This design comes from an exercise in tuning for small area, a short achievable clock period and few clock cycles on the open sky130 flow, not from production work. At most, simulation tests tie the RTL to the original design; equivalence was not proved. No functional check of the RTL was part of run 4. Power figures rest on the tool's default switching activity, not on a simulated workload.

==> design.v <==
module compressorTop (
  input  logic       clock,
  input  logic       arstN,
  input  logic       inValid,
  input  logic [7:0] inByte,
  input  logic       inLast,
  output logic       inReady,
  output logic       tokenValid,
  output logic       tokenIsCopy,
  output logic [7:0] tokenLiteral,
  output logic [8-1:0] tokenOffset,
  output logic [3:0] tokenLength,
  input  logic       creditReturn,
  output logic       blockDone
);
  logic       inRdy;        
  logic [8:0] accCnt;       
  logic       accEnded;     
  logic       irV;          
  logic [7:0] irB;
  logic       irLast;
  logic [7:0] hist0 [64];   
  logic [7:0] hist1 [64];
  logic [7:0] hist2 [64];
  logic [7:0] hist3 [64];
  logic [7:0] ring  [16];   
  logic [7:0] hr    [16];   
  logic [7:0] b1, b2;       
  logic [8:0] wrPtr;        
  logic       ended;        
  logic [7:0]   tPos [256];
  logic [255:0] tVal;
  logic         clrV;       
  logic [8:0] aPos;         
  logic [7:0] idxA;         
  logic       idxOK;        
  logic       nhA;          
  logic       aHold;        
  logic       rV;
  logic [8:0] rPos;
  logic [1:0] rM;           
  logic [8:0] rPm;          
  logic       rOK;          
  logic       hitR;
  logic [7:0] cR;
  logic [5:0] rRow;         
  logic [7:0] idxRr;
  logic       nhR;
  logic       fin;          
  logic       bV;
  logic [8:0] p;            
  logic [8:0] pmB;          
  logic [1:0] m;
  logic       hitB;
  logic [7:0] cB;
  logic [5:0] bRow;
  logic [7:0] idxB;
  logic       nhB;
  logic [7:0] candB [4];    
  logic [7:0] curB  [4];    
  logic [3:0] rngB;         
  logic [7:0] litB;
  logic [7:0] offB;
  logic       lastLitB;     
  logic [3:0] lastCpB;      
  logic [7:0] hB [4];       
  logic [3:0] hvB;          
  logic [3:0] nhBj;         
  logic       oV, oCopy, oLast;
  logic [7:0] oLit, oOff;
  logic [3:0] oLen;
  logic [2:0] credits;
  logic       hcR;          
  logic       accept, lastAcc, lim0, lim1;
  logic [8:0] lag;
  assign accept  = inValid & inRdy;
  assign lastAcc = inLast | (accCnt == 9'd255);
  assign lag     = accCnt - p;
  assign lim0    = (lag <= 9'd15);
  assign lim1    = (lag <= 9'd14);
  logic [3:0] eqB, mkB, mkK;
  logic [2:0] cnt;
  logic [3:0] lCur;
  logic       cont, isCopy, outFree, go, emit, last, cpEmit, litEmit;
  logic [8:0] pmJ [4];
  logic [8:0] pNext;
  always_comb begin
    for (int b = 0; b < 4; b++) begin
      eqB[b] = (curB[b] == candB[b]);
    end
    mkB = eqB & rngB;
    for (int k = 0; k < 4; k++) begin
      logic [1:0] bk;
      bk     = 2'(k) + cB[1:0];
      mkK[k] = mkB[bk];
    end
    for (int j = 0; j < 4; j++) pmJ[j] = pmB + 9'(j);
  end
  assign cnt    = !mkK[0] ? 3'd0 : !mkK[1] ? 3'd1 : !mkK[2] ? 3'd2 : !mkK[3] ? 3'd3 : 3'd4;
  assign lCur   = {m, cnt[1:0]};
  assign cont   = hitB & cnt[2];
  assign isCopy = hitB & ~cnt[2] & ((m != 2'd0) | (cnt[1:0] == 2'd3));
  assign outFree = ~oV | hcR;
  assign go      = bV & outFree & ~fin;
  assign emit    = go & ~cont;
  assign cpEmit  = emit & isCopy;
  assign litEmit = emit & ~isCopy;
  assign last    = isCopy ? lastCpB[cnt[1:0]] : lastLitB;
  assign pNext   = isCopy ? pmJ[cnt[1:0]] : (p + 9'd1);
  logic [5:0] rowb  [4];
  logic [7:0] candRd [4];
  logic [7:0] curRd  [4];
  logic [3:0] rngK, rngRd;
  logic [8:0] pmR, avR;
  logic       rMove, rFree;
  logic [3:0] k0R;
  assign k0R = {rM, 2'b00};
  assign pmR = rPm;
  assign avR = wrPtr - rPos;
  always_comb begin
    for (int b = 0; b < 4; b++) begin
      rowb[b] = rRow + ((2'(b) < cR[1:0]) ? 6'd1 : 6'd0);
    end
    for (int k = 0; k < 4; k++) begin
      rngK[k] = ({1'b0, k0R} + 5'(k) < 5'd15) & (avR > 9'(k0R + 4'(k)));
    end
    for (int b = 0; b < 4; b++) begin
      logic [1:0] kb;
      logic [3:0] a;
      kb       = 2'(b) - cR[1:0];
      a        = pmR[3:0] + {2'b00, kb};
      curRd[b] = ring[a];
      rngRd[b] = rngK[kb];
    end
  end
  assign candRd[0] = hist0[rowb[0]];
  assign candRd[1] = hist1[rowb[1]];
  assign candRd[2] = hist2[rowb[2]];
  assign candRd[3] = hist3[rowb[3]];
  assign rMove = rV & rOK & ~fin & (~bV | litEmit);
  assign rFree = ~rV | rMove;
  logic [9:0] wrN;
  logic       endN, okC, okA, okH;
  assign wrN  = {1'b0, wrPtr} + {9'd0, irV};
  assign endN = ended | (irV & irLast);
  assign okC  = endN | (wrN >= {1'b0, pmB} + ((m == 2'd2) ? 10'd7 : 10'd8));
  assign okA  = endN | (wrN >= {1'b0, aPos} + 10'd4);
  assign okH  = endN | (wrN >= {1'b0, rPm} + ((rM == 2'd3) ? 10'd3 : 10'd4));
  logic       fwdR, fwdB, aHit, aGo;
  logic [7:0] aC;
  logic       avl0, avl1, nh0, nh1;
  assign fwdR = rV & ~nhR & (idxRr == idxA);
  assign fwdB = bV & ~nhB & (idxB == idxA);
  always_comb begin
    if (fwdR) begin
      aC = rPos[7:0];
    end else if (fwdB) begin
      aC = p[7:0];
    end else begin
      aC = tPos[idxA];
    end
    aHit = ~nhA & (fwdR | fwdB | tVal[idxA]);
  end
  assign aGo = idxOK & ~aHold & rFree & ~fin & ~(go & cont) & ~cpEmit;
  logic [9:0] aP3;
  assign aP3  = {1'b0, aPos} + 10'd3;
  assign avl0 = ended | ({1'b0, wrPtr} >= aP3);
  assign avl1 = ended | ({1'b0, wrPtr} >  aP3);
  assign nh0  = ended & ({1'b0, wrPtr} <  aP3);
  assign nh1  = ended & ({1'b0, wrPtr} <= aP3);
  logic [8:0] aPos1;
  assign aPos1 = aPos + 9'd1;
  assign inReady      = inRdy;
  assign tokenValid   = oV & hcR;
  assign blockDone    = oV & hcR & oLast;
  assign tokenIsCopy  = oCopy;
  assign tokenLiteral = oLit;
  assign tokenOffset  = oOff;
  assign tokenLength  = oLen;
  logic [2:0] cSp;
  assign cSp = credits - {2'd0, tokenValid};
  always_ff @(posedge clock or negedge arstN) begin
    if (!arstN) begin
      inRdy    <= 1'b1;
      accCnt   <= '0;
      accEnded <= 1'b0;
      irV      <= 1'b0;
      wrPtr    <= '0;
      ended    <= 1'b0;
      clrV     <= 1'b1;
      fin      <= 1'b0;
      aPos     <= '0;
      idxOK    <= 1'b0;
      aHold    <= 1'b0;
      rV       <= 1'b0;
      rOK      <= 1'b0;
      bV       <= 1'b0;
      p        <= '0;
      oV       <= 1'b0;
      credits  <= 3'(4);
      hcR      <= 1'b1;
    end else begin
      credits <= cSp + {2'd0, creditReturn};
      hcR     <= creditReturn | (cSp != 3'd0);
      irV <= accept;
      if (fin) begin
        inRdy <= 1'b1;
      end else if (accept) begin
        inRdy <= lim1 & ~lastAcc;
      end else begin
        inRdy <= lim0 & ~accEnded;
      end
      if (fin) begin
        accCnt   <= '0;
        accEnded <= 1'b0;
      end else if (accept) begin
        accCnt <= accCnt + 9'd1;
        if (lastAcc) accEnded <= 1'b1;
      end
      if (fin) begin
        wrPtr <= '0;
        ended <= 1'b0;
      end else if (irV) begin
        wrPtr <= wrPtr + 9'd1;
        if (irLast) ended <= 1'b1;
      end
      clrV <= fin;
      fin  <= emit & last;
      if (emit) begin
        oV <= 1'b1;
      end else if (tokenValid) begin
        oV <= 1'b0;
      end
      if (fin) begin
        p  <= '0;
        bV <= 1'b0;
      end else begin
        if (emit) p <= pNext;
        if (rMove) begin
          bV <= 1'b1;
        end else if (emit || (go && cont)) begin
          bV <= 1'b0;
        end
      end
      if (fin || cpEmit) begin
        rV <= 1'b0;
      end else if (go && cont) begin
        rV <= 1'b1;
      end else if (aGo) begin
        rV <= 1'b1;
      end else if (rMove) begin
        rV <= 1'b0;
      end
      if (go && cont) begin
        rOK <= okC;
      end else if (aGo) begin
        rOK <= okA;
      end else begin
        rOK <= okH;
      end
      if (fin) begin
        aPos  <= '0;
        idxOK <= 1'b0;
        aHold <= 1'b0;
      end else if (cpEmit) begin
        aPos  <= pNext;
        idxOK <= hvB[cnt[1:0]];
        aHold <= 1'b0;
      end else if (go && cont) begin
        idxOK <= 1'b0;
        aHold <= 1'b1;
      end else if (aGo) begin
        aPos  <= aPos1;
        idxOK <= avl1;
      end else begin
        idxOK <= avl0 & ~aHold;
      end
    end
  end
  always_ff @(posedge clock) begin
    if (accept) begin
      irB    <= inByte;
      irLast <= lastAcc;
    end
    if (irV) begin
      ring[wrPtr[3:0]] <= irB;
      b1 <= irB;
      b2 <= b1;
      if (wrPtr >= 9'd2) hr[4'(wrPtr - 9'd2)] <= b2 ^ b1 ^ irB;
    end
    if (cpEmit) begin
      idxA <= hB[cnt[1:0]];
      nhA  <= nhBj[cnt[1:0]];
    end else if (aGo) begin
      idxA <= hr[aPos1[3:0]];
      nhA  <= nh1;
    end else begin
      idxA <= hr[aPos[3:0]];
      nhA  <= nh0;
    end
    if (go && cont) begin
      rPos  <= p;
      rM    <= m + 2'd1;
      rPm   <= pmB + 9'd4;
      hitR  <= 1'b1;
      cR    <= cB;
      rRow  <= bRow + 6'd1;
      idxRr <= idxB;
      nhR   <= nhB;
    end else if (aGo) begin
      rPos  <= aPos;
      rM    <= 2'd0;
      rPm   <= aPos;
      hitR  <= aHit;
      cR    <= aC;
      rRow  <= aC[7:2];
      idxRr <= idxA;
      nhR   <= nhA;
    end
    if (rMove) begin
      pmB      <= pmR;
      m        <= rM;
      hitB     <= hitR;
      cB       <= cR;
      bRow     <= rRow;
      idxB     <= idxRr;
      nhB      <= nhR;
      for (int b = 0; b < 4; b++) begin
        candB[b] <= candRd[b];
        curB[b]  <= curRd[b];
      end
      rngB     <= rngRd;
      litB     <= ring[rPos[3:0]];
      offB     <= rPos[7:0] - cR;
      lastLitB <= ended & (avR == 9'd1);
      for (int j = 0; j < 4; j++) begin
        logic [3:0] ha;
        ha          = pmR[3:0] + 4'(j);
        lastCpB[j] <= ended & (avR == 9'({k0R} + 4'(j)));
        hB[j]      <= hr[ha];
        hvB[j]     <= ended | ({1'b0, wrPtr} >= {1'b0, pmR} + 10'(j + 3));
        nhBj[j]    <= ended & ({1'b0, wrPtr} <  {1'b0, pmR} + 10'(j + 3));
      end
    end
    if (emit) begin
      oCopy <= isCopy;
      oLit  <= litB;
      oOff  <= offB;
      oLen  <= isCopy ? lCur : 4'd1;
      oLast <= last;
    end
  end
  always_ff @(posedge clock) begin
    if (irV && wrPtr[1:0] == 2'd0) hist0[wrPtr[7:2]] <= irB;
    if (irV && wrPtr[1:0] == 2'd1) hist1[wrPtr[7:2]] <= irB;
    if (irV && wrPtr[1:0] == 2'd2) hist2[wrPtr[7:2]] <= irB;
    if (irV && wrPtr[1:0] == 2'd3) hist3[wrPtr[7:2]] <= irB;
  end
  always_ff @(posedge clock) begin
    if (bV && !nhB) tPos[idxB] <= p[7:0];
  end
  always_ff @(posedge clock) begin
    if (clrV) begin
      tVal <= '0;
    end else if (bV && !nhB) begin
      tVal[idxB] <= 1'b1;
    end
  end
endmodule
==> run.sh <==
#!/bin/bash
# synth_recipe.tcl (not shown) runs the flow's synth.tcl, then flattens the netlist and writes it again
# the make line also repeats each setting of config.mk as NAME=value (left out here)
make -C /OpenROAD-flow-scripts/flow DESIGN_CONFIG=/design/flow/config.mk WORK_HOME=/design/flow/orfs CLKGATE_MAP_FILE= SYNTH_SCRIPT=/design/flow/synth_recipe.tcl finish
==> config.mk <==
export PLATFORM = sky130hd
export DESIGN_NAME = compressorTop
export DESIGN_NICKNAME = compressorTop
export VERILOG_FILES = /design/flow/design.v
export SDC_FILE = /design/flow/constraint.sdc
export NUM_CORES = 4
export LEC_CHECK = 0
export CAP_MARGIN = 20
export CORE_MARGIN = 2
export CORE_UTILIZATION = 40
export SETUP_SLACK_MARGIN = 5
export SLEW_MARGIN = 20
==> constraint.sdc <==
create_clock -name core_clock -period 12.0 [get_ports {clock}]
set_input_delay 2.4000 -clock core_clock [delete_from_list [all_inputs] [get_ports {clock}]]
set_output_delay 2.4000 -clock core_clock [all_outputs]
set_load 0.01 [all_outputs]
==> results.py, run 1 <==
metrics = {
    "critical_path": {
        "rr_worst_depth": 11,
        "crit_top_cell": "mux4_2",
        "start_kind": "register",
        "worstPathMaxFanout": 48,
        "end_kind": "register",
        "arrival_ps": 6700,
        "path_buf_inv": 2,
        "rr_startpoint": "idxA[0]$_DFF_P_",
        "critPathKind": "register to register",
        "r2r-end": "rRow[0]$_DFFE_PP_",
        "reg2reg_slack_ps": 6030,
        "cp_slowest_cell": "buf_4",
        "crit_path_cell_trace": "buf_4 > buf_4 > mux4_2 > mux4_2 > mux4_2 > a22oi_1 > a21oi_1 > a21oi_1 > nand2_1 > o211ai_1 > o21ai_0",
        "cp_top_family": "multiplexers",
        "worst-endpoint-required_ps": 12730,
        "cpPeakStageDelay_ps": 870,
        "startpoint": "idxA[0]$_DFF_P_",
    },
    "placed_design": {
        "place_area_um2": 213000,
        "preCtsSetupSlack_ps": 5930,
        "detailed_place_hpwl_mm": 334,
        "gp_congestion": 0.842,
        "io_buffers": 36,
    },
    "yosys": {
        "synth_warnings": 8,
        "synth.ff_latch_count": 4924,
        "syn_area_um2": 204000,
        "synth.net_count": 10200,
        "synth_edf_count": 4606,
        "synth_area_leader_cell": "edfxtp_1",
        "synth_top_area_share_pct": 67.8,
        "synth_area_per_cell_um2": 20.3,
        "ys_seq_area_share_pct": 71.1,
        "synth.area.top_cells": "edfxtp_1 68%, mux4_2 21%, dfxtp_1 2.6%",
        "async_flop_share_pct": 1.06,
        "synth_cells": 10000,
        "synth_top_flop_cell": "edfxtp_1",
        "synth.distinct_cells": 77,
    },
    "global_routing": {
        "grt_overflow": 0,
        "grt_max_degree": 182,
        "grt_pass1_vias": 104000,
        "antenna_found_initial": 26,
        "grt_pass1_wl_mm": 776,
        "grt_use_total_pct": 20.7,
    },
    "sta": {
        "finalCritPeriodShare_pct": 49.7,
        "slew_violations": 0,
        "hold_viol": 0,
        "setup_viol": 0,
        "relSlewSlack_pct": 20.1,
        "min_period_ps": 5970,
        "hold_slack_ps": 417,
        "rsz0062_at_grt": "false",
        "fmax_mhz": 168,
        "finClkSkew_ps": 70.4,
        "worst_slew_pin_slew_ps": 1190,
        "layout_setup_ws_ps": 6030,
        "setup_tns_ps": 0,
    },
    "clock_network": {
        "cts_num_sinks": 4924,
        "clockBufferDepth": 4,
        "cts_resized": 0,
        "clkTransAtPathRegs_ps": 60,
        "cts.htree.levels": 6,
        "clkLatencyLatePin_ps": 1050,
        "holdBufCountCts": 0,
        "cts_made_buffers": 524,
        "clock-root-buffer": "clkbuf_16",
        "post-cts-setup-buffer-count": 0,
        "cts_tree": "done",
    },
    "finish": {
        "drive_above_1_share_pct": 27.8,
        "final_nets": 10400,
        "fin_area_um2": 229000,
        "area_delta_synth_final_pct": 12.5,
        "utilization_pct": 45.1,
    },
    "route": {
        "drt_iter0_drc": 13900,
        "top_layer": "met5",
        "vias_per_cell": 5.96,
        "wl_met3_mm": 47.9,
        "first_pass_iters": 6,
        "routed-wl-met2_mm": 258,
        "routed-via-count": 103000,
        "routed_wl_mm": 543,
        "met1Wirelength_mm": 220,
        "routedWlPerCell_um": 31.3,
        "drc": 0,
        "drtAntennaViolNets": 0,
    },
    "floorplan": {
        "die_x_um": 718,
        "dieArea_um2": 515000,
        "num_rows": 262,
        "start_util_pct": 40.1,
        "die_h_um": 718,
        "io_pins": 37,
        "core_um2": 508000,
    },
    "min_path": {
        "hold_start": "offB[3]$_DFFE_PP_",
        "hold_depth": 0,
        "hold_class": "register to register",
        "min_to": "oOff[3]$_DFFE_PP_",
    },
    "power_and_ir_drop": {
        "power_density_nw_per_um2": 258,
        "ir_drop_uv": 279,
        "p_leak_nw": 71.6,
    },
    "status": {
        "outcome": "complete, no violations",
    },
    "job": {
        "maxCapViolCount": 0,
    },
}
area by class of cell:
| cell class | count | area, um2 |
|---|---|---|
| sequential | 4924 | 145000 |
| tap | 6732 | 8420 |
| timing repair buffer | 270 | 2420 |
| antenna | 15 | 37.5 |
| fill | 42100 | 279000 |
| clock inverter | 256 | 2480 |
| multi-input combinational | 4379 | 56700 |
| clock buffer | 667 | 14000 |
| inverter | 87 | 327 |
per-stage QoR:
stage	instances	power (mW)
floorplan	10000	36.5
global placement	16400	43.7
detailed placement	16400	43.9
CTS	17300	59.6
global route	17300	61.2
finish	17300	59.1
flip-flops by register name, indices dropped and copies added (netlist names), 128 cells and up:
| signal | cells |
|---|---|
| hist2 | 512 |
| tPos | 2048 |
| hist1 | 512 |
| hr | 128 |
| ring | 128 |
| hist3 | 512 |
| tVal | 256 |
| hist0 | 512 |
Yosys cell counts, types with 14 or more instances:
cell,n
nor2b_1,39
nor3_1,58
clkbuf_1,433
nand3_1,76
o21a_1,25
o211ai_1,14
nand2_1,229
xor2_1,70
nor2_1,956
ha_1,157
inv_1,85
a21oi_1,342
nor4_1,18
buf_2,33
dfrtp_1,48
o21ai_0,82
nand2b_1,24
and3_1,15
nand4_1,30
a21o_1,25
a22oi_1,22
mux4_2,1869
or3_1,16
and2_1,21
dfxtp_1,266
edfxtp_1,4606
xnor2_1,138
buf_1,165
kinds of logic (layout without fill, tap and decap cells):
| logic type | count (synthesis) | in the layout | synth area share, % |
|---|---|---|---|
| AND/OR/NAND/NOR | 1517 | 1517 | 3.15 |
| flip-flops | 4924 | 4924 | 71.1 |
| adder cells (fa/ha/maj) | 167 | 167 | 1.06 |
| other | 0 | 15 | 0 |
| buffers and inverters | 720 | 1280 | 1.35 |
| multiplexers | 1882 | 1882 | 20.7 |
| AO/OA/AOI/OAI | 605 | 605 | 1.73 |
| XOR/XNOR | 208 | 208 | 0.894 |
worst max path at each step:
stage	endpoint	slack [ps]	depth (start not counted)
6_report	rRow[0]$_DFFE_PP_	6030	11
5_1_grt	rRow[0]$_DFFE_PP_	5640	11
4_1_cts	rRow[0]$_DFFE_PP_	5930	11
3_5_place_dp	rRow[0]$_DFFE_PP_	5930	11
3_3_place_gp	rRow[5]$_DFFE_PP_	5760	11
2_1_floorplan	bRow[0]$_DFFE_PP_	6150	10
placed cells by master, fill, tap and decap left out, types with 82 or more instances in the layout:
cell type / instances
a21oi_1: 342
xnor2_1: 122
mux4_2: 1869
nand2_1: 224
o21ai_0: 82
ha_1: 149
clkbuf_16: 535
nor2_1: 906
clkinv_1: 102
edfxtp_1: 4606
clkbuf_1: 121
dfxtp_1: 260
inv_1: 85
buf_4: 204
metal layers:
| metal | track usage (%) | vias to the layer above |
|---|---|---|
| li1 | - | 41900 |
| met5 | 0 | - |
| met2 | 32.7 | 4920 |
| met3 | 4.56 | 934 |
| met1 | 28.9 | 55600 |
| met4 | 5.89 | 24 |
report_power, final:
part           leakage, nW  internal (mW)  total [mW]  switching (mW)
Clock                 8.00           8.95        15.7            6.73
Combinational         19.1           10.0        22.0            11.9
Sequential            44.5           20.6        21.5           0.899
Testbench counts, summed over its fixed seeds: cycles 24,617.
==> run 2, diff against run 1 <==
==> flow/run.sh (new file) <==
#!/bin/bash
# Standard synthesis and layout; only the setup repair margin differs from the
# standard flow, so repair_timing keeps improving paths below the 12 ns target.
set -euo pipefail
bash standard.sh synth > synth.log 2>&1
bash standard.sh SETUP_SLACK_MARGIN=8 finish > layout.log 2>&1
==> standard.sh (new file) <==
#!/bin/bash
# synth_recipe.tcl (not shown) runs the flow's synth.tcl, then flattens the netlist and writes it again
# the make line also repeats each setting of config.mk as NAME=value (left out here)
make -C /OpenROAD-flow-scripts/flow DESIGN_CONFIG=/design/flow/config.mk WORK_HOME=/design/flow/orfs CLKGATE_MAP_FILE= SYNTH_SCRIPT=/design/flow/synth_recipe.tcl "${@:-finish}"
--- a/config.mk
+++ b/config.mk
@@ -9,4 +9,3 @@
 export CORE_MARGIN = 2
 export CORE_UTILIZATION = 40
-export SETUP_SLACK_MARGIN = 5
 export SLEW_MARGIN = 20
removed: run.sh
==> run 2 against run 1 <==
Against the previous run: still clean on timing, DRC and antenna; sequential power about the same; sequential share of layout area decreased by 1.1 points; setup slack improved by 1700 ps; flip-flop and latch count unchanged; synthesized cell count unchanged; hold slack about the same; first-iteration DRC count decreased by 5.3%; clock power about the same; clock skew decreased by 7.6 ps; global-route usage increased by 0.48 points; critical endpoint is now tokenValid; largest power group unchanged.
==> results.py, run 2 <==
metrics = {
    "critical_path": {
        "worst-endpoint-required_ps": 9600,
        "r2r-end": "hist1[50][0]$_DFFE_PP_",
        "rr_startpoint": "wrPtr[2]$_DFFE_PN0P_",
        "end_kind": "primary output",
        "reg2reg_slack_ps": 7900,
        "arrival_ps": 1920,
        "worstPathMaxFanout": 3,
        "critPathKind": "register to primary output",
        "rr_worst_depth": 5,
        "start_kind": "register",
    },
    "placed_design": {
        "gp_congestion": 0.859,
        "place_area_um2": 213000,
        "detailed_place_hpwl_mm": 334,
        "io_buffers": 36,
        "preCtsSetupSlack_ps": 5920,
    },
    "yosys": {
        "synth_top_area_share_pct": 67.8,
        "synth_area_per_cell_um2": 20.3,
        "synth_warnings": 8,
        "synth.distinct_cells": 77,
        "synth_cells": 10000,
        "synth_edf_count": 4606,
        "synth.area.top_cells": "edfxtp_1 68%, mux4_2 21%, dfxtp_1 2.6%",
        "ys_seq_area_share_pct": 71.1,
        "synth_most_common_cell": "edfxtp_1",
        "ys_top_cells_by_count": "4606 x edfxtp_1, 1869 x mux4_2, 956 x nor2_1",
        "synth.ff_latch_count": 4924,
        "syn_area_um2": 204000,
        "synth_top_flop_cell": "edfxtp_1",
        "async_flop_share_pct": 1.06,
        "synth.net_count": 10200,
        "synth_area_leader_cell": "edfxtp_1",
    },
    "sta": {
        "layout_setup_ws_ps": 7680,
        "slew_violations": 0,
        "rsz0062_at_grt": "true",
        "fmax_mhz": 232,
        "finalCritPeriodShare_pct": 36.0,
        "min_period_ps": 4320,
        "setup_viol": 0,
        "finClkSkew_ps": 62.8,
        "setup_tns_ps": 0,
        "relSlewSlack_pct": 18.8,
        "hold_viol": 0,
        "worst_slew_pin_slew_ps": 1220,
    },
    "route": {
        "routed-wl-met2_mm": 267,
        "routed_wl_mm": 564,
        "drtAntennaViolNets": 0,
        "first_pass_iters": 6,
        "wl_met3_mm": 54.2,
        "vias_per_cell": 6.02,
        "top_layer": "met5",
        "routed-via-count": 105000,
        "met1Wirelength_mm": 224,
        "routedWlPerCell_um": 32.2,
        "drc": 0,
        "drt_iter0_drc": 13200,
    },
    "clock_network": {
        "cts_made_buffers": 525,
        "clkTransAtPathRegs_ps": 60,
        "clock-root-buffer": "clkbuf_16",
        "clockBufferDepth": 4,
        "cts_tree": "done",
        "holdBufCountCts": 0,
        "clkLatencyLatePin_ps": 1050,
        "cts_num_sinks": 4924,
        "cts.htree.levels": 6,
    },
    "job": {
        "maxCapViolCount": 0,
    },
    "min_path": {
        "hold_class": "register to register",
        "min_to": "oLit[6]$_DFFE_PP_",
        "hold_depth": 0,
        "hold_start": "litB[6]$_DFFE_PP_",
    },
    "power_and_ir_drop": {
        "ir_drop_uv": 339,
        "power_density_nw_per_um2": 263,
        "p_leak_nw": 73.4,
    },
    "finish": {
        "fin_area_um2": 233000,
        "final_nets": 10500,
        "largest_reg_flops": 2048,
        "top_register": "tPos",
        "drive_above_1_share_pct": 30.4,
        "most-common-layout-cells": "4606 x edfxtp_1, 1869 x mux4_2, 852 x nor2_1",
        "area_delta_synth_final_pct": 14.4,
        "final_common_cell": "edfxtp_1",
    },
    "status": {
        "outcome": "complete, no violations",
    },
    "global_routing": {
        "grt_max_degree": 203,
        "antenna_found_initial": 30,
        "grt_pass1_vias": 105000,
        "grt_use_total_pct": 21.1,
        "grt_pass1_wl_mm": 789,
        "grt_overflow": 0,
    },
    "floorplan": {
        "start_util_pct": 40.1,
        "dieArea_um2": 515000,
        "die_h_um": 718,
        "die_x_um": 718,
        "num_rows": 262,
        "io_pins": 37,
        "core_um2": 508000,
    },
}
-- run 2: how the worst max path moves through the flow --
stage	from	to	slack, ps
4_1_cts	hcR$_DFF_PN1_	tokenValid	7610
3_3_place_gp	idxA[0]$_DFF_P_	rRow[5]$_DFFE_PP_	5790
5_1_grt	inRdy$_DFF_PN1_	inReady	7640
6_report	hcR$_DFF_PN1_	tokenValid	7680
3_5_place_dp	idxA[0]$_DFF_P_	cR[3]$_DFFE_PP_	5920
2_1_floorplan	irB[0]$_DFFE_PP_	hr[0][0]$_DFFE_PP_	7330
-- run 2: repair_timing --
| item | CTS | global route |
|---|---|---|
| setup buffers | 46 | 67 |
| gates resized for setup | 297 | 132 |
| endpoints found under the hold margin | 0 | 0 |
| gates cloned | 23 | 22 |
| setup endpoints to repair | 1370 | 664 |
| pin swaps | 20 | 28 |
-- run 2: cell type report --
class / instances / area, um2
clock buffers: 663 / 13900
well taps: 6732 / 8420
multi-input cells: 4381 / 57300
inverters: 87 / 347
diodes: 14 / 35.0
repair buffers: 425 / 5340
clock inverters: 271 / 2880
flip-flops and latches: 4924 / 145000
fillers: 41700 / 275000
-- run 2: metal layers --
layer  global-route usage (%)  vias to the layer above
met5                        0                        -
met4                     6.15                       18
met3                     4.79                      938
met2                     33.6                     5461
met1                     29.4                    56700
li1                         -                    42300
-- run 2: cells by family (layout without fill, tap and decap cells) --
logic type / after synthesis / count (layout) / share of synthesized area (%)
flops: 4924 / 4924 / 71.1
mux: 1882 / 1882 / 20.7
simple gates: 1517 / 1517 / 3.15
buf+inv: 720 / 1446 / 1.35
compound gates: 605 / 607 / 1.73
xor+xnor: 208 / 208 / 0.894
fa+ha+maj: 167 / 167 / 1.06
other cells: 0 / 14 / 0
-- run 2: power breakdown --
group / total [mW] / internal [mW] / switching [mW]
sequential: 21.4 / 20.6 / 0.855
combinational: 23.9 / 11.2 / 12.8
clock: 16.0 / 9.21 / 6.82
-- run 2: metrics by stage --
stage                     power, mW  util, %  hold slack, ps  std cells
final                          61.4     45.9             418      17500
after global routing           63.4     45.9             427      17500
after CTS                      61.1     45.5             419      17400
after detailed placement       43.8     41.8             405      16400
after global placement         43.6     41.8             409      16400
after floorplan                36.4        -             394      10000
-- run 2: worst max-delay path: stages, from the launching register on --
cell and delay [ps]:
dfstp_2 540, and2_4 210, buf_6 120
==> run 3, diff against run 2 <==
--- a/design.v
+++ b/design.v
@@ -25,6 +25,4 @@
   logic [7:0] hist3 [64];
   logic [7:0] ring  [16];   
-  logic [7:0] hr    [16];   
-  logic [7:0] b1, b2;       
   logic [8:0] wrPtr;        
   logic       ended;        
@@ -111,4 +109,5 @@
   logic [7:0] candRd [4];
   logic [7:0] curRd  [4];
+  logic [7:0] rk     [6];    
   logic [3:0] rngK, rngRd;
   logic [8:0] pmR, avR;
@@ -125,10 +124,13 @@
       rngK[k] = ({1'b0, k0R} + 5'(k) < 5'd15) & (avR > 9'(k0R + 4'(k)));
     end
+    for (int k = 0; k < 6; k++) begin
+      logic [3:0] a;
+      a     = pmR[3:0] + 4'(k);
+      rk[k] = ring[a];
+    end
     for (int b = 0; b < 4; b++) begin
       logic [1:0] kb;
-      logic [3:0] a;
       kb       = 2'(b) - cR[1:0];
-      a        = pmR[3:0] + {2'b00, kb};
-      curRd[b] = ring[a];
+      curRd[b] = rk[kb];
       rngRd[b] = rngK[kb];
     end
@@ -171,4 +173,11 @@
   logic [8:0] aPos1;
   assign aPos1 = aPos + 9'd1;
+  logic [7:0] ra [4];
+  logic [7:0] ha0, ha1;
+  always_comb begin
+    for (int k = 0; k < 4; k++) ra[k] = ring[4'(aPos[3:0] + 4'(k))];
+  end
+  assign ha0 = ra[0] ^ ra[1] ^ ra[2];
+  assign ha1 = ra[1] ^ ra[2] ^ ra[3];
   assign inReady      = inRdy;
   assign tokenValid   = oV & hcR;
@@ -285,7 +294,4 @@
     if (irV) begin
       ring[wrPtr[3:0]] <= irB;
-      b1 <= irB;
-      b2 <= b1;
-      if (wrPtr >= 9'd2) hr[4'(wrPtr - 9'd2)] <= b2 ^ b1 ^ irB;
     end
     if (cpEmit) begin
@@ -293,8 +299,8 @@
       nhA  <= nhBj[cnt[1:0]];
     end else if (aGo) begin
-      idxA <= hr[aPos1[3:0]];
+      idxA <= ha1;
       nhA  <= nh1;
     end else begin
-      idxA <= hr[aPos[3:0]];
+      idxA <= ha0;
       nhA  <= nh0;
     end
@@ -331,12 +337,10 @@
       end
       rngB     <= rngRd;
-      litB     <= ring[rPos[3:0]];
+      litB     <= rk[0];
       offB     <= rPos[7:0] - cR;
       lastLitB <= ended & (avR == 9'd1);
       for (int j = 0; j < 4; j++) begin
-        logic [3:0] ha;
-        ha          = pmR[3:0] + 4'(j);
         lastCpB[j] <= ended & (avR == 9'({k0R} + 4'(j)));
-        hB[j]      <= hr[ha];
+        hB[j]      <= rk[j] ^ rk[j+1] ^ rk[j+2];
         hvB[j]     <= ended | ({1'b0, wrPtr} >= {1'b0, pmR} + 10'(j + 3));
         nhBj[j]    <= ended & ({1'b0, wrPtr} <  {1'b0, pmR} + 10'(j + 3));
--- a/flow/run.sh
+++ b/flow/run.sh
@@ -4,3 +4,3 @@
 set -euo pipefail
 bash standard.sh synth > synth.log 2>&1
-bash standard.sh SETUP_SLACK_MARGIN=8 finish > layout.log 2>&1
+bash standard.sh SETUP_SLACK_MARGIN=9 finish > layout.log 2>&1
==> run 3 against run 2 <==
Against the previous run: largest cell class unchanged; setup slack better by 7.5 ps; still clean on timing, DRC and antenna; critical path depth did not move; non-clock buffer count rose by 569; sequential power down 2%; die area is 2.5% lower; global-route usage grew 1.5 points; largest power group unchanged; first-iteration DRC count grew 10%; total power is 6.7% higher.
==> results.py, run 3 <==
metrics = {
    "route": {
        "routed-via-count": 108000,
        "drtAntennaViolNets": 0,
        "drt_iter0_drc": 14600,
        "first_pass_iters": 11,
        "routedWlPerCell_um": 32.7,
        "vias_per_cell": 6.05,
        "drc": 0,
        "routed_wl_mm": 583,
    },
    "global_routing": {
        "grt_overflow": 0,
        "antenna_found_initial": 23,
        "grt_max_degree": 228,
        "grt_use_total_pct": 22.6,
        "grt_pass1_vias": 107000,
        "grt_pass1_wl_mm": 815,
    },
    "critical_path": {
        "reg2reg_slack_ps": 7950,
        "worstPathMaxFanout": 1,
        "rr_startpoint": "idxA[4]$_DFF_P_",
        "startpoint": "oLast$_DFFE_PP_",
        "rr_worst_depth": 8,
        "start_kind": "register",
        "critPathKind": "register to primary output",
        "end_kind": "primary output",
        "arrival_ps": 1910,
        "r2r-end": "cR[5]$_DFFE_PN_",
        "worst-endpoint-required_ps": 9600,
    },
    "yosys": {
        "synth_top_flop_cell": "edfxtp_1",
        "synth.distinct_cells": 75,
        "synth_top_area_share_pct": 67.4,
        "synth_area_leader_cell": "edfxtp_1",
        "synth_cells": 9916,
        "synth_edf_count": 4462,
        "synth_warnings": 10,
        "synth.area.top_cells": "edfxtp_1 67%, mux4_2 20%, dfxtp_1 2.7%",
        "ys_seq_area_share_pct": 70.8,
        "synth.net_count": 10100,
        "synth_most_common_cell": "edfxtp_1",
        "synth_area_per_cell_um2": 20.0,
        "synth.ff_latch_count": 4784,
        "ys_top_cells_by_count": "4462 x edfxtp_1, 1769 x mux4_2, 951 x nor2_1",
        "async_flop_share_pct": 1.09,
        "syn_area_um2": 199000,
    },
    "floorplan": {
        "core_um2": 494000,
        "dieArea_um2": 503000,
        "num_rows": 258,
        "io_pins": 37,
        "die_h_um": 709,
        "die_x_um": 709,
        "start_util_pct": 40.2,
    },
    "clock_network": {
        "clkLatencyLatePin_ps": 1060,
        "holdBufCountCts": 0,
        "cts.htree.levels": 5,
        "clockBufferDepth": 4,
        "cts_tree": "done",
        "clkTransAtPathRegs_ps": 60,
        "clock-root-buffer": "clkbuf_16",
        "cts_num_sinks": 4784,
        "cts_made_buffers": 476,
    },
    "sta": {
        "worst_slew_pin_slew_ps": 1360,
        "finClkSkew_ps": 109,
        "finalCritPeriodShare_pct": 35.9,
        "rsz0062_at_grt": "true",
        "fmax_mhz": 232,
        "min_period_ps": 4310,
        "setup_viol": 0,
        "slew_violations": 0,
        "relSlewSlack_pct": 9.48,
        "setup_tns_ps": 0,
        "hold_viol": 0,
        "hold_slack_ps": 410,
    },
    "finish": {
        "nFillCells": 39300,
        "seq_area_um2": 141000,
        "largest_reg_flops": 2048,
        "most-common-layout-cells": "4462 x edfxtp_1, 1769 x mux4_2, 497 x clkbuf_16",
        "final_nets": 10900,
        "drive_above_1_share_pct": 39.1,
        "area_delta_synth_final_pct": 20.5,
        "top_register": "tPos",
        "multi_input_area_um2": 60300,
        "final_common_cell": "edfxtp_1",
    },
    "min_path": {
        "hold_depth": 0,
        "hold_start": "offB[1]$_DFFE_PP_",
        "hold_class": "register to register",
        "min_to": "oOff[1]$_DFFE_PP_",
    },
    "status": {
        "outcome": "complete, no violations",
    },
    "power_and_ir_drop": {
        "power_density_nw_per_um2": 273,
        "p_leak_nw": 76.3,
        "ir_drop_uv": 200,
    },
    "placed_design": {
        "io_buffers": 36,
        "gp_congestion": 0.872,
        "detailed_place_hpwl_mm": 319,
    },
    "job": {
        "maxCapViolCount": 0,
    },
}
run 3: stage by stage:
step | instance area [um2] | std cells | utilization, % | power, mW | setup slack [ps]
6_report | 240000 | 17800 | 48.5 | 65.5 | 7690
5_1_grt | 239000 | 17800 | 48.5 | 67.3 | 7630
4_1_cts | 236000 | 17600 | 47.8 | 64.3 | 7610
3_5_place_dp | 208000 | 16200 | 42.0 | 43.4 | 6160
3_3_place_gp | 207000 | 16100 | 41.9 | 43.2 | 6200
2_1_floorplan | 201000 | 9916 | - | 37.0 | 7080
run 3: worst max-delay path by stage:
stage	to	cells past startpoint
after floorplan	bRow[0]$_DFFE_PP_	9
after global placement	cR[0]$_DFFE_PN_	10
after detailed placement	cR[0]$_DFFE_PN_	10
after CTS	blockDone	2
after global routing	blockDone	2
final	blockDone	2
run 3: final cells by class:
cell class / count / share of cell area (%)
inverters: 95 / 0.190
clock buffers: 588 / 5.23
multi-input cells: 4412 / 25.2
diodes: 35 / 0.0366
flip-flops and latches: 4784 / 58.8
clock inverters: 297 / 1.34
repair buffers: 994 / 5.80
repair inverters: 3 / 0.00940
well taps: 6630 / 3.46
run 3: cell families after synthesis:
kind of cell    Yosys count  share of synthesized area (%)
simple gates           1496                           3.19
flops                  4784                           70.8
xor+xnor                243                           1.07
fa+ha+maj               163                           1.05
compound gates          669                           2.03
mux                    1839                           20.4
buf+inv                 722                           1.47
run 3: routing by layer:
| layer | vias to the layer above | GRT usage (%) | wire length [um] |
|---|---|---|---|
| met2 | 6150 | 35.8 | 275000 |
| met3 | 1168 | 4.64 | 58100 |
| met1 | 57700 | 31.7 | 228000 |
| met5 | - | 0 | 343 |
| li1 | 42900 | - | - |
| met4 | 10 | 7.09 | 22500 |
run 3: power breakdown:
part / total (mW) / switching [mW] / internal, mW
logic: 29.5 / 15.3 / 14.3
registers: 20.9 / 0.739 / 20.1
clock network: 15.1 / 6.50 / 8.61
total: 65.5 / 22.5 / 43.0
run 3: timing repair:
item / in CTS / in global routing
pin swaps: 182 / 109
endpoints found under the setup margin: 5130 / 2499
buffers inserted: 437 / 163
resized for setup: 1414 / 312
gates cloned: 142 / 18
run 3: worst max-delay path, cell delays in order (launching register included):
cell and delay [ps]:
edfxtp_1 510, and3_4 250, buf_6 100
Testbench counts of run 3, summed over its fixed seeds: cycles 24,617.
==> run 4, diff against run 3 <==
--- a/design.v
+++ b/design.v
@@ -27,4 +27,6 @@
   logic [8:0] wrPtr;        
   logic       ended;        
+  logic [3:0] wBk;          
+  logic [7:0] wHi, wLo;     
   logic [7:0]   tPos [256];
   logic [255:0] tVal;
@@ -32,4 +34,5 @@
   logic [8:0] aPos;         
   logic [7:0] idxA;         
+  logic [7:0] idxQ [4];     
   logic       idxOK;        
   logic       nhA;          
@@ -43,4 +46,5 @@
   logic [7:0] cR;
   logic [5:0] rRow;         
+  logic [5:0] rRow1;        
   logic [7:0] idxRr;
   logic       nhR;
@@ -70,4 +74,5 @@
   logic [2:0] credits;
   logic       hcR;          
+  logic       tvR, bdR;     
   logic       accept, lastAcc, lim0, lim1;
   logic [8:0] lag;
@@ -119,5 +124,5 @@
   always_comb begin
     for (int b = 0; b < 4; b++) begin
-      rowb[b] = rRow + ((2'(b) < cR[1:0]) ? 6'd1 : 6'd0);
+      rowb[b] = (2'(b) < cR[1:0]) ? rRow1 : rRow;
     end
     for (int k = 0; k < 4; k++) begin
@@ -152,4 +157,19 @@
   logic [7:0] aC;
   logic       avl0, avl1, nh0, nh1;
+  localparam logic [31:0] K = 32'haa55ff00;    
+  logic [7:0] tRdQ [4];
+  logic [3:0] tVlQ;
+  logic [7:0] tRd;
+  logic       tVl;
+  always_comb begin
+    for (int q = 0; q < 4; q++) begin
+      logic [7:0] a;
+      a       = {2'(q), 6'(idxQ[q] ^ K[q*8 +: 8])};
+      tRdQ[q] = tPos[a];
+      tVlQ[q] = tVal[a];
+    end
+  end
+  assign tRd = tRdQ[idxA[7:6]];
+  assign tVl = tVlQ[idxA[7:6]];
   assign fwdR = rV & ~nhR & (idxRr == idxA);
   assign fwdB = bV & ~nhB & (idxB == idxA);
@@ -160,7 +180,7 @@
       aC = p[7:0];
     end else begin
-      aC = tPos[idxA];
+      aC = tRd;
     end
-    aHit = ~nhA & (fwdR | fwdB | tVal[idxA]);
+    aHit = ~nhA & (fwdR | fwdB | tVl);
   end
   assign aGo = idxOK & ~aHold & rFree & ~fin & ~(go & cont) & ~cpEmit;
@@ -181,6 +201,6 @@
   assign ha1 = ra[1] ^ ra[2] ^ ra[3];
   assign inReady      = inRdy;
-  assign tokenValid   = oV & hcR;
-  assign blockDone    = oV & hcR & oLast;
+  assign tokenValid   = tvR;
+  assign blockDone    = bdR;
   assign tokenIsCopy  = oCopy;
   assign tokenLiteral = oLit;
@@ -189,7 +209,12 @@
   logic [2:0] cSp;
   assign cSp = credits - {2'd0, tokenValid};
+  logic oVN, hcN;
+  assign oVN = emit | (oV & ~tokenValid);
+  assign hcN = creditReturn | (cSp != 3'd0);
   always_ff @(posedge clock or negedge arstN) begin
     if (!arstN) begin
-      inRdy    <= 1'b1;
+      inRdy    <= 1'b0;
+      tvR      <= 1'b0;
+      bdR      <= 1'b0;
       accCnt   <= '0;
       accEnded <= 1'b0;
@@ -203,4 +228,7 @@
       aHold    <= 1'b0;
       rV       <= 1'b0;
+      wBk      <= '0;
+      wHi      <= 8'd1;
+      wLo      <= 8'd1;
       rOK      <= 1'b0;
       bV       <= 1'b0;
@@ -211,5 +239,5 @@
     end else begin
       credits <= cSp + {2'd0, creditReturn};
-      hcR     <= creditReturn | (cSp != 3'd0);
+      hcR     <= hcN;
       irV <= accept;
       if (fin) begin
@@ -227,4 +255,11 @@
         if (lastAcc) accEnded <= 1'b1;
       end
+      begin
+        logic [8:0] wn;
+        wn  = fin ? 9'd0 : (wrPtr + {8'd0, irV});
+        wBk <= accept ? (4'b0001 << wn[1:0]) : 4'b0000;
+        wHi <= 8'b00000001 << wn[7:5];
+        wLo <= 8'b00000001 << wn[4:2];
+      end
       if (fin) begin
         wrPtr <= '0;
@@ -241,4 +276,6 @@
         oV <= 1'b0;
       end
+      tvR <= oVN & hcN;
+      bdR <= oVN & hcN & (emit ? last : oLast);
       if (fin) begin
         p  <= '0;
@@ -288,5 +325,5 @@
   end
   always_ff @(posedge clock) begin
-    if (accept) begin
+    if (inRdy) begin
       irB    <= inByte;
       irLast <= lastAcc;
@@ -298,10 +335,13 @@
       idxA <= hB[cnt[1:0]];
       nhA  <= nhBj[cnt[1:0]];
+      for (int q = 0; q < 4; q++) idxQ[q] <= hB[cnt[1:0]] ^ K[q*8 +: 8];
     end else if (aGo) begin
       idxA <= ha1;
       nhA  <= nh1;
+      for (int q = 0; q < 4; q++) idxQ[q] <= ha1 ^ K[q*8 +: 8];
     end else begin
       idxA <= ha0;
       nhA  <= nh0;
+      for (int q = 0; q < 4; q++) idxQ[q] <= ha0 ^ K[q*8 +: 8];
     end
     if (go && cont) begin
@@ -312,4 +352,5 @@
       cR    <= cB;
       rRow  <= bRow + 6'd1;
+      rRow1 <= bRow + 6'd2;
       idxRr <= idxB;
       nhR   <= nhB;
@@ -321,4 +362,5 @@
       cR    <= aC;
       rRow  <= aC[7:2];
+      rRow1 <= aC[7:2] + 6'd1;
       idxRr <= idxA;
       nhR   <= nhA;
@@ -356,8 +398,10 @@
   end
   always_ff @(posedge clock) begin
-    if (irV && wrPtr[1:0] == 2'd0) hist0[wrPtr[7:2]] <= irB;
-    if (irV && wrPtr[1:0] == 2'd1) hist1[wrPtr[7:2]] <= irB;
-    if (irV && wrPtr[1:0] == 2'd2) hist2[wrPtr[7:2]] <= irB;
-    if (irV && wrPtr[1:0] == 2'd3) hist3[wrPtr[7:2]] <= irB;
+    for (int r = 0; r < 64; r++) begin
+      if (wBk[0] && wHi[r / 8] && wLo[r % 8]) hist0[r] <= irB;
+      if (wBk[1] && wHi[r / 8] && wLo[r % 8]) hist1[r] <= irB;
+      if (wBk[2] && wHi[r / 8] && wLo[r % 8]) hist2[r] <= irB;
+      if (wBk[3] && wHi[r / 8] && wLo[r % 8]) hist3[r] <= irB;
+    end
   end
   always_ff @(posedge clock) begin
==> run 4 against run 3 <==
Against the previous run: still clean; non-clock buffer count is 133 higher; count of clock-buffer cells in the layout up 59; flip-flop and latch count rose by 34; design area increased by 1.4%; cell count rose by 7.2%; hold slack improved by 5.8 ps; die area is 0.63% lower; clock skew shrank 22 ps; first-iteration DRC count is 39% higher; setup slack worse by 200 ps; utilization up 0.83 points; critical path type unchanged; largest power group unchanged.
==> results.py, run 4 <==
metrics = {
    "power_and_ir_drop": {
        "p_leak_nw": 80.2,
        "power_density_nw_per_um2": 256,
        "design_power_total_mw": 62.2,
        "ir_drop_uv": 184,
    },
    "floorplan": {
        "die_h_um": 707,
        "core_um2": 493000,
        "num_rows": 258,
        "io_pins": 37,
        "dieArea_um2": 499000,
        "die_x_um": 707,
        "start_util_pct": 40.1,
    },
    "critical_path": {
        "crit_path_end": "tokenOffset[1]",
        "worstPathMaxFanout": 1,
        "cp_top_family": "flip-flops",
        "crit_path_cell_trace": "buf_2",
        "start_kind": "register",
        "cpPeakStageDelay_ps": 830,
        "path_buf_inv": 1,
        "r2r-end": "idxQ[3][0]$_DFF_P_",
        "critical_path_depth": 1,
        "rr_worst_depth": 16,
        "arrival_ps": 2110,
        "rr_startpoint": "candB[2][1]$_DFFE_PP_",
        "end_kind": "primary output",
        "startpoint": "oOff[1]$_DFFE_PN_",
        "reg2reg_slack_ps": 7710,
        "critPathKind": "register to primary output",
        "worst-endpoint-required_ps": 9600,
        "cp_slowest_cell": "edfxtp_1",
    },
    "route": {
        "routed_wl_mm": 702,
        "drt_iter0_drc": 20300,
        "first_pass_iters": 8,
        "drtAntennaViolNets": 0,
        "routed-via-count": 124000,
        "drc": 0,
        "top_layer": "met5",
        "met1Wirelength_mm": 262,
        "vias_per_cell": 6.47,
        "routedWlPerCell_um": 36.7,
        "wl_met3_mm": 87.0,
        "routed-wl-met2_mm": 318,
    },
    "sta": {
        "worst_slew_pin_slew_ps": 1260,
        "hold_viol": 0,
        "setup_tns_ps": 0,
        "relSlewSlack_pct": 15.7,
        "finalCritPeriodShare_pct": 37.6,
        "slew_violations": 0,
        "finClkSkew_ps": 87.5,
        "min_period_ps": 4510,
        "setup_viol": 0,
        "fmax_mhz": 222,
        "hold_slack_ps": 416,
        "rsz0062_at_grt": "true",
    },
    "min_path": {
        "hold_start": "litB[7]$_DFFE_PP_",
        "hold_class": "register to register",
    },
    "clock_network": {
        "cts_tree": "done",
        "clockBufferDepth": 4,
        "clkTransAtPathRegs_ps": 60,
        "clkLatencyLatePin_ps": 1060,
        "cts.htree.levels": 6,
        "clock-root-buffer": "clkbuf_16",
        "cts_made_buffers": 521,
        "cts_num_sinks": 4818,
    },
    "finish": {
        "area_delta_synth_final_pct": 23.0,
        "drive_above_1_share_pct": 33.9,
        "utilization_pct": 49.3,
        "final_common_cell": "edfxtp_1",
        "largest_reg_flops": 2048,
        "top_register": "tPos",
        "final_nets": 12400,
        "fin_area_um2": 243000,
        "most-common-layout-cells": "4467 x edfxtp_1, 1063 x mux4_2, 560 x buf_4",
    },
    "yosys": {
        "synth.area.top_cells": "edfxtp_1 68%, mux4_2 12%, dfxtp_1 2.8%",
        "synth_area_leader_cell": "edfxtp_1",
        "synth.distinct_cells": 92,
        "synth_area_per_cell_um2": 17.7,
        "ys_top_cells_by_count": "4467 x edfxtp_1, 1063 x mux4_2, 907 x nor2_1",
        "synth.ff_latch_count": 4818,
        "synth_most_common_cell": "edfxtp_1",
        "ys_seq_area_share_pct": 71.7,
        "async_flop_share_pct": 1.54,
        "synth_warnings": 16,
        "synth_cells": 11200,
        "synth_edf_count": 4467,
        "synth.net_count": 11300,
        "synth_top_area_share_pct": 67.9,
        "syn_area_um2": 198000,
        "synth_top_flop_cell": "edfxtp_1",
    },
    "status": {
        "outcome": "complete, no violations",
    },
    "placed_design": {
        "place_area_um2": 207000,
        "detailed_place_hpwl_mm": 417,
        "io_buffers": 36,
        "gp_congestion": 0.957,
    },
    "global_routing": {
        "grt_pass1_wl_mm": 953,
        "grt_pass1_vias": 118000,
        "antenna_found_initial": 27,
        "grt_use_total_pct": 27.0,
        "grt_max_degree": 241,
        "grt_overflow": 0,
    },
    "job": {
        "maxCapViolCount": 0,
    },
}
==> run 4: cell count changes in the layout (fill, tap and decap cells not counted), sizes merged, moves of 157 or more <==
cell / previous run / this run
mux4: 1769 / 1063
a22oi: 6 / 583
a221oi: 9 / 213
and3: 24 / 352
nand4: 25 / 182
a22o: 1 / 210
==> run 4: power breakdown <==
part           switching, mW  total, mW  internal (mW)  leakage (nW)
combinational           14.2       24.9           10.7          28.3
sequential             0.749       21.2           20.5          43.7
clock                   6.79       16.0           9.26          8.20
total                   21.8       62.2           40.5          80.2
==> run 4: what timing repair did <==
action                      CTS  global route
gates resized for setup    1817           668
cloned                       90            10
setup endpoints to repair  2802          2027
hold endpoints to repair      0             0
pin swaps                   268           325
buffers inserted            413           226
hold buffers                  0             0
==> run 4: per-layer routing <==
| metal | GRT usage [%] | vias up |
|---|---|---|
| met2 | 41.2 | 9217 |
| met1 | 37.0 | 64600 |
| li1 | - | 48100 |
| met3 | 6.98 | 1731 |
| met5 | 0 | - |
| met4 | 11.0 | 6 |
==> run 4: logic make-up (layout without fill, tap and decap cells) <==
| group | count (synthesis) | in the layout | share of synthesized area [%] |
|---|---|---|---|
| xor gates and xnor gates | 238 | 238 | 1.06 |
| adders and majority gates | 159 | 159 | 1.03 |
| muxes | 1201 | 1201 | 12.8 |
| DFF | 4818 | 4818 | 71.7 |
| other | 0 | 41 | 0 |
| buffers and inverters | 740 | 2166 | 1.50 |
| and+or+nand+nor | 2228 | 2229 | 5.46 |
| AOI/OAI and AO/OA | 1770 | 1771 | 6.45 |
==> run 4: stage by stage <==
step | worst slack (ps) | instances
2_1_floorplan | 6400 | 11200
3_3_place_gp | 5970 | 17400
3_5_place_dp | 6140 | 17400
6_report | 7490 | 19100
5_1_grt | 7490 | 19100
4_1_cts | 7560 | 18800
==> run 4: worst min-delay path by stage <==
stage / cells past startpoint / slack (ps) / endpoint
finish: 0 / 420 / oLit[7]$_DFFE_PN_
global route: 0 / 420 / oOff[3]$_DFFE_PN_
CTS: 0 / 420 / oOff[7]$_DFFE_PN_
detailed placement: 0 / 400 / oLit[0]$_DFFE_PN_
global placement: 0 / 400 / oOff[2]$_DFFE_PN_
floorplan: 0 / 400 / oLit[0]$_DFFE_PN_
==> run 4: final cells by class <==
class | count | area (um2)
fill | 39500 | 250000
clock inverter | 275 | 2860
inverter | 111 | 549
clock buffer | 647 | 14000
tap | 6500 | 8130
antenna | 41 | 103
multi-input combinational | 5598 | 61600
sequential | 4818 | 142000
timing repair inverter | 6 | 105
timing repair buffer | 1127 | 13800
==> run 5, diff against run 4 <==
--- a/design.v
+++ b/design.v
@@ -78,6 +78,8 @@
   logic [8:0] lag;
   assign accept  = inValid & inRdy;
-  assign lastAcc = inLast | (accCnt == 9'd255);
-  assign lag     = accCnt - p;
+  assign lastAcc = inLast | (~fin & (accCnt == 9'd255));
+  logic [8:0] rBase;
+  assign rBase   = !aHold ? p : (rV ? rPm : pmB);
+  assign lag     = accCnt - rBase;
   assign lim0    = (lag <= 9'd15);
   assign lim1    = (lag <= 9'd14);
@@ -235,4 +237,9 @@
       p        <= '0;
       oV       <= 1'b0;
+      oCopy    <= 1'b0;
+      oLit     <= '0;
+      oOff     <= '0;
+      oLen     <= '0;
+      oLast    <= 1'b0;
       credits  <= 3'(4);
       hcR      <= 1'b1;
@@ -241,6 +248,8 @@
       hcR     <= hcN;
       irV <= accept;
-      if (fin) begin
+      if (emit && last) begin
         inRdy <= 1'b1;
+      end else if (fin) begin
+        inRdy <= ~(accept & lastAcc);
       end else if (accept) begin
         inRdy <= lim1 & ~lastAcc;
@@ -249,6 +258,6 @@
       end
       if (fin) begin
-        accCnt   <= '0;
-        accEnded <= 1'b0;
+        accCnt   <= accept ? 9'd1 : 9'd0;
+        accEnded <= accept & lastAcc;
       end else if (accept) begin
         accCnt <= accCnt + 9'd1;
@@ -272,4 +281,11 @@
       fin  <= emit & last;
       if (emit) begin
+        oCopy <= isCopy;
+        oLit  <= litB;
+        oOff  <= offB;
+        oLen  <= isCopy ? lCur : 4'd1;
+        oLast <= last;
+      end
+      if (emit) begin
         oV <= 1'b1;
       end else if (tokenValid) begin
@@ -389,11 +405,4 @@
       end
     end
-    if (emit) begin
-      oCopy <= isCopy;
-      oLit  <= litB;
-      oOff  <= offB;
-      oLen  <= isCopy ? lCur : 4'd1;
-      oLast <= last;
-    end
   end
   always_ff @(posedge clock) begin
--- a/flow/run.sh
+++ b/flow/run.sh
@@ -4,3 +4,3 @@
 set -euo pipefail
 bash standard.sh synth > synth.log 2>&1
-bash standard.sh SETUP_SLACK_MARGIN=9 finish > layout.log 2>&1
+bash standard.sh SETUP_SLACK_MARGIN=8 finish > layout.log 2>&1
==> run 5 against run 4 <==
Against the previous run: still clean; register-to-register slack improved by 190 ps; combinational power fell by 11%; sequential share of layout area rose by 3.6 points; non-clock buffer count fell by 463; count of clock-buffer cells in the layout fell by 58; flip-flop and latch count did not move; sequential power barely moved; largest cell class unchanged; largest power group unchanged.
==> results.py, run 5 <==
metrics = {
    "placed_design": {
        "io_buffers": 36,
        "gp_congestion": 0.961,
        "preCtsSetupSlack_ps": 6180,
        "detailed_place_hpwl_mm": 433,
    },
    "floorplan": {
        "io_pins": 37,
        "die_x_um": 708,
        "dieArea_um2": 501000,
        "start_util_pct": 40.2,
        "die_h_um": 708,
        "core_um2": 494000,
        "num_rows": 258,
    },
    "global_routing": {
        "grt_overflow": 0,
        "antenna_found_initial": 58,
        "grt_pass1_wl_mm": 951,
        "grt_use_total_pct": 26.9,
        "grt_max_degree": 257,
        "grt_pass1_vias": 117000,
    },
    "finish": {
        "final_nets": 12100,
        "final_common_cell": "edfxtp_1",
        "top_register": "tPos",
        "drive_above_1_share_pct": 23.1,
        "largest_reg_flops": 2048,
        "area_delta_synth_final_pct": 15.3,
        "most-common-layout-cells": "4446 x edfxtp_1, 972 x mux4_2, 858 x nor2_1",
    },
    "power_and_ir_drop": {
        "ir_drop_uv": 287,
        "design_power_total_mw": 58.8,
        "p_leak_nw": 74.7,
        "power_density_nw_per_um2": 257,
    },
    "yosys": {
        "synth_area_per_cell_um2": 17.5,
        "synth_top_flop_cell": "edfxtp_1",
        "synth_edf_count": 4446,
        "syn_area_um2": 198000,
        "ys_top_cells_by_count": "4446 x edfxtp_1, 972 x mux4_2, 969 x nor2_1",
        "synth.area.top_cells": "edfxtp_1 67%, mux4_2 11%, dfxtp_1 2.8%",
        "ys_seq_area_share_pct": 71.3,
        "synth.ff_latch_count": 4818,
        "synth_warnings": 16,
        "synth_top_area_share_pct": 67.3,
        "async_flop_share_pct": 1.99,
        "synth_area_leader_cell": "edfxtp_1",
        "synth.distinct_cells": 100,
        "synth.net_count": 11500,
        "synth_cells": 11300,
        "synth_most_common_cell": "edfxtp_1",
    },
    "route": {
        "routed_wl_mm": 697,
        "drc": 0,
        "vias_per_cell": 6.51,
        "routed-via-count": 123000,
        "drtAntennaViolNets": 0,
        "routedWlPerCell_um": 37.0,
        "drt_iter0_drc": 21400,
        "first_pass_iters": 11,
    },
    "critical_path": {
        "worstPathMaxFanout": 2,
        "cpPeakStageDelay_ps": 560,
        "end_kind": "primary output",
        "crit_path_cell_trace": "buf_6",
        "worst-endpoint-required_ps": 9600,
        "start_kind": "register",
        "cp_top_family": "flip-flops",
        "arrival_ps": 1760,
        "path_buf_inv": 1,
        "critical_path_depth": 1,
        "cp_slowest_cell": "dfrtp_2",
        "rr_worst_depth": 15,
        "critPathKind": "register to primary output",
    },
    "sta": {
        "worst_slew_pin_slew_ps": 1340,
        "hold_viol": 0,
        "layout_setup_ws_ps": 7840,
        "finalCritPeriodShare_pct": 34.6,
        "rsz0062_at_grt": "true",
        "setup_viol": 0,
        "min_period_ps": 4160,
        "slew_violations": 0,
        "fmax_mhz": 241,
        "setup_tns_ps": 0,
        "finClkSkew_ps": 95.2,
        "relSlewSlack_pct": 10.9,
    },
    "min_path": {
        "hold_class": "register to register",
        "hold_depth": 0,
    },
    "clock_network": {
        "holdBufCountCts": 0,
        "cts_num_sinks": 4818,
        "clkLatencyLatePin_ps": 1090,
        "clockBufferDepth": 4,
        "cts.htree.levels": 5,
        "cts_made_buffers": 484,
        "cts_tree": "done",
        "clkTransAtPathRegs_ps": 60,
        "clock-root-buffer": "clkbuf_16",
    },
    "status": {
        "outcome": "complete, no violations",
    },
    "job": {
        "maxCapViolCount": 0,
    },
}
## run 5: changes by cell type in the layout (fill, tap and decap cells not counted), moves of 54 or more
cell	delta
buf_12	-109
buf_6	-188
buf_16	-62
buf_4	-73
a22oi_2	-100
a22o_1	+127
nor3_1	+54
nor2_4	-235
mux4_2	-91
nand2_1	+146
nor2_1	+323
a221oi_1	+142
## run 5: what timing repair did
item / CTS / global route
pin swaps: 24 / 67
setup endpoints to repair: 677 / 657
resized for setup: 425 / 212
cloned: 21 / 11
setup buffers: 75 / 101
## run 5: through the flow
step           util, %  instance area (um2)  cells  hold slack (ps)
6_report          46.3               229000  18800              390
2_1_floorplan        -               198000  11300              350
3_5_place_dp      42.1               208000  17700              418
4_1_cts           45.8               226000  18700              391
5_1_grt           46.3               229000  18800              406
3_3_place_gp      42.0               208000  17700              422
## run 5: kinds of logic after synthesis
kind of cell	share of synthesized area [%]
flip-flops	71.3
AND/OR/NAND/NOR	5.76
AO/OA/AOI/OAI	7.09
multiplexers	12.1
buffers and inverters	1.62
XOR/XNOR	1.08
adder cells (fa/ha/maj)	1.03
## run 5: path summary, 6_finish.rpt
| path | end | slack, ps | startpoint |
|---|---|---|---|
| min reg2reg | idxB[7]$_DFFE_PP_ | 390 | idxRr[7]$_DFFE_PN_ |
| max | tokenOffset[1] | 7840 | oOff[1]$_DFFE_PN0N_ |
| max reg2reg | candB[0][5]$_DFFE_PP_ | 7900 | cR[1]$_DFFE_PN_ |
| max in group asynchronous | wHi[7]$_DFF_PN0_ | 9300 | arstN |
| min in group asynchronous | irV$_DFF_PN0_ | 1420 | arstN |
| min | idxB[7]$_DFFE_PP_ | 390 | idxRr[7]$_DFFE_PN_ |
## run 5: layout make-up
cell class                      count  area [um2]
Antenna cell                       34        85.1
Multi-Input combinational cell   5821       55700
Timing Repair Buffer              664        6910
Sequential cell                  4818      142000
Clock inverter                    310        3160
Inverter                          100         393
Clock buffer                      589       12700
Tap cell                         6500        8130
Fill cell                       41400      265000
## run 5: routing by layer
metal | vias up | GRT usage, % | routed length, um
met1 | 64000 | 37.3 | 265000
met5 | - | 0 | 312
li1 | 47900 | - | -
met2 | 9137 | 40.4 | 308000
met4 | 28 | 10.5 | 33000
met3 | 1560 | 7.39 | 90200
## run 5: power by group
part	total [mW]	switching (mW)	leakage, nW	internal (mW)
Clock	15.2	6.68	7.71	8.56
Combinational	22.2	13.9	23.3	8.27
Sequential	21.4	0.979	43.7	20.4
Total	58.8	21.6	74.7	37.2
## run 5: worst register-to-register path: stages (launching register included)
cell        delay, ps
edfxtp_1          400
buf_12            150
clkinvlp_4        170
ha_4              260
buf_4             150
buf_8             160
a21oi_4           220
buf_12            150
clkbuf_4          230
nor2_2             60
buf_4             240
a22oi_2           510
nand4_1           250
or4_4             570
nor4_1            240
a21oi_1            70
Testbench counts of run 5, summed over its fixed seeds: cycles 23,904.
==> run 6, diff against run 5 <==
--- a/config.mk
+++ b/config.mk
@@ -8,4 +8,4 @@
 export CAP_MARGIN = 20
 export CORE_MARGIN = 2
-export CORE_UTILIZATION = 40
+export CORE_UTILIZATION = 50
 export SLEW_MARGIN = 20
==> run 6 against run 5 <==
Against the previous run: hold slack better by 71 ps; total power is 0.76% lower; die area is 20% lower; critical path depth is 10 higher; count of clock-buffer cells in the layout is 1 lower; synthesized cell count stayed put; clock skew is 8.4 ps lower; flip-flop and latch count stayed put; combinational power hardly changed.
==> results.py, run 6 <==
metrics = {
    "floorplan": {
        "start_util_pct": 50.1,
        "die_x_um": 634,
    },
    "yosys": {
        "synth_warnings": 16,
        "synth_top_flop_cell": "edfxtp_1",
        "synth_area_leader_cell": "edfxtp_1",
        "synth_simple_gate_area_share_pct": 5.76,
        "synth_compound_area_share_pct": 7.09,
        "synthMuxAreaShare_pct": 12.1,
        "async_flop_share_pct": 1.99,
        "synth.distinct_cells": 100,
        "syn_area_um2": 198000,
        "synthAdderAreaFrac_pct": 1.03,
        "synth_most_common_cell": "edfxtp_1",
        "synth_top_area_share_pct": 67.3,
    },
    "sta": {
        "min_period_ps": 4110,
        "fmax_mhz": 243,
        "slew_violations": 0,
        "setup_viol": 0,
        "hold_viol": 0,
        "relSlewSlack_pct": 10.2,
        "worst_slew_pin_slew_ps": 1350,
        "setup_tns_ps": 0,
    },
    "power_and_ir_drop": {
        "pwr-share-clk_pct": 26.1,
        "swShare_pct": 36.4,
        "p_comb_share_pct": 37.5,
        "design_power_total_mw": 58.3,
        "intPower_mw": 37.1,
        "seqPwrFrac_pct": 36.4,
    },
    "clock_network": {
        "cts.htree.levels": 5,
        "cts_num_sinks": 4818,
        "cts_made_buffers": 481,
        "clock-root-buffer": "clkbuf_16",
        "clkTransAtPathRegs_ps": 60,
        "clockBufferDepth": 4,
        "clkLatencyLatePin_ps": 1100,
    },
    "route": {
        "first_pass_iters": 12,
        "routed-via-count": 123000,
        "drc": 0,
        "vias_per_cell": 7.01,
        "drtAntennaViolNets": 0,
    },
    "placed_design": {
        "detailed_place_hpwl_mm": 434,
        "io_buffers": 36,
        "gp_congestion": 0.991,
    },
    "finish": {
        "most-common-layout-cells": "4446 x edfxtp_1, 972 x mux4_2, 874 x nor2_1",
        "area_delta_synth_final_pct": 14.1,
        "nFillCells": 30000,
        "utilization_pct": 57.2,
        "largest_reg_flops": 2048,
        "drive_above_1_share_pct": 22.5,
        "final_common_cell": "edfxtp_1",
        "seq_area_um2": 142000,
    },
    "global_routing": {
        "antenna_found_initial": 51,
        "grt_pass1_wl_mm": 946,
        "grt_pass1_vias": 116000,
    },
    "job": {
        "maxCapViolCount": 0,
    },
    "critical_path": {
        "critPathKind": "register to register",
        "worst-endpoint-required_ps": 12730,
        "rr_worst_depth": 11,
        "end_kind": "register",
        "rr_startpoint": "rRow[5]$_DFFE_PN_",
        "cpPeakStageDelay_ps": 1060,
        "cp_slowest_cell": "nor4_1",
        "reg2reg_slack_ps": 7890,
        "arrival_ps": 4840,
        "worstPathMaxFanout": 13,
        "cp_top_family": "simple AND/OR/NAND/NOR gates",
        "start_kind": "register",
    },
    "min_path": {
        "hold_start": "tVal[62]$_SDFFE_PP0P_",
        "hold_class": "register to register",
        "hold_depth": 2,
    },
    "status": {
        "outcome": "complete, no violations",
    },
}
## run 6: power by group through the flow
stage	Sequential (mW)	Combinational (mW)	Clock, mW
floorplan	21.7	11.2	0
global placement	21.7	18.8	0
detailed placement	21.8	19.1	0
CTS	21.2	20.8	15.3
global route	21.2	22.5	15.9
finish	21.2	21.9	15.2
## run 6: cells by family (layout without fill, tap and decap cells)
kind of cell	Yosys count	in the layout
flip-flops	4818	4818
XOR/XNOR	245	245
AO/OA/AOI/OAI	1897	1897
other	0	65
adder cells (fa/ha/maj)	159	159
buffers and inverters	695	1617
AND/OR/NAND/NOR	2379	2379
multiplexers	1140	1140
## run 6: worst max-delay path by stage
stage,endpoint,from,slack [ps],depth (start not counted)
finish,candB[3][0]$_DFFE_PP_,rRow[5]$_DFFE_PN_,7890,11
global route,tVal[24]$_SDFFE_PP0P_,idxB[2]$_DFFE_PP_,7840,9
detailed placement,candB[0][0]$_DFFE_PP_,cR[1]$_DFFE_PN_,5860,12
CTS,candB[0][0]$_DFFE_PP_,rRow[5]$_DFFE_PN_,7870,14
floorplan,rV$_DFFE_PN0P_,candB[2][6]$_DFFE_PP_,5580,10
global placement,candB[0][0]$_DFFE_PP_,cR[1]$_DFFE_PN_,5470,12
## run 6: worst reg2reg max path: cells and delay by family (launching register included)
family	cells	cell delay, ps
AO/OA/AOI/OAI	2	900
flip-flops	1	500
buffers and inverters	5	940
AND/OR/NAND/NOR	4	1420
## run 6: through the flow
step	cells	setup WS (ps)	hold WS (ps)	cell area (um2)
floorplan	11300	5580	350	198000
global placement	16400	5470	442	206000
detailed placement	16400	5860	436	206000
CTS	17400	7870	467	225000
global route	17500	7840	468	226000
finish	17600	7890	461	226000
## run 6: layout make-up
class                           count  share of cell area (%)
Antenna cell                       65                  0.0719
Clock buffer                      588                    5.63
Clock inverter                    313                    1.35
Inverter                          100                   0.176
Multi-Input combinational cell   5820                    24.6
Sequential cell                  4818                    62.6
Tap cell                         5242                    2.90
Timing Repair Buffer              616                    2.77
## run 6: what timing repair did
action	CTS	global route
pin swaps	33	38
resized for setup	408	196
cloned	16	9
hold buffers	0	0
endpoints found under the setup margin	352	461
setup buffers	102	46
## run 6: layer usage
| metal | track usage [%] | up-vias | part of all wire (%) |
|---|---|---|---|
| li1 | - | 47800 | - |
| met1 | 49.1 | 64300 | 38 |
| met2 | 48.7 | 9515 | 43 |
| met3 | 9.79 | 1434 | 14 |
| met4 | 13.2 | 14 | 4.5 |
| met5 | 0 | - | 0.013 |

[afterwards: timing with drivers on the ports]
Ports are ideal in the flow. The routed layouts listed here were re-timed in OpenROAD. Step 1: set_driving_cell puts a clkbuf_16 on clock and a buf_2 on each other input, an assumption about the parent block. Step 2 times the ports against the registers' clock, not the clock port: input delays grow and output delays shrink by t, the midpoint of the rising clock arrivals with the driver on. Three values: ideal ports, drivers, drivers and shift; two values: the first two.
run | shift t [ns] | setup slack, ns
run 1 | 1.132 | 6.030 / 6.030 / 6.030
run 2 | 1.140 | 7.684 / 7.573 / 7.534
run 3 | 1.119 | 7.691 / 7.575 / 7.804
run 4 | 1.143 | 7.489 / 7.373 / 7.707
run 5 | 1.175 | 7.844 / 7.726 / 7.415
run 6 | 1.152 | 7.889 / 7.870 / 7.475
After both steps every run listed still meets setup and hold.
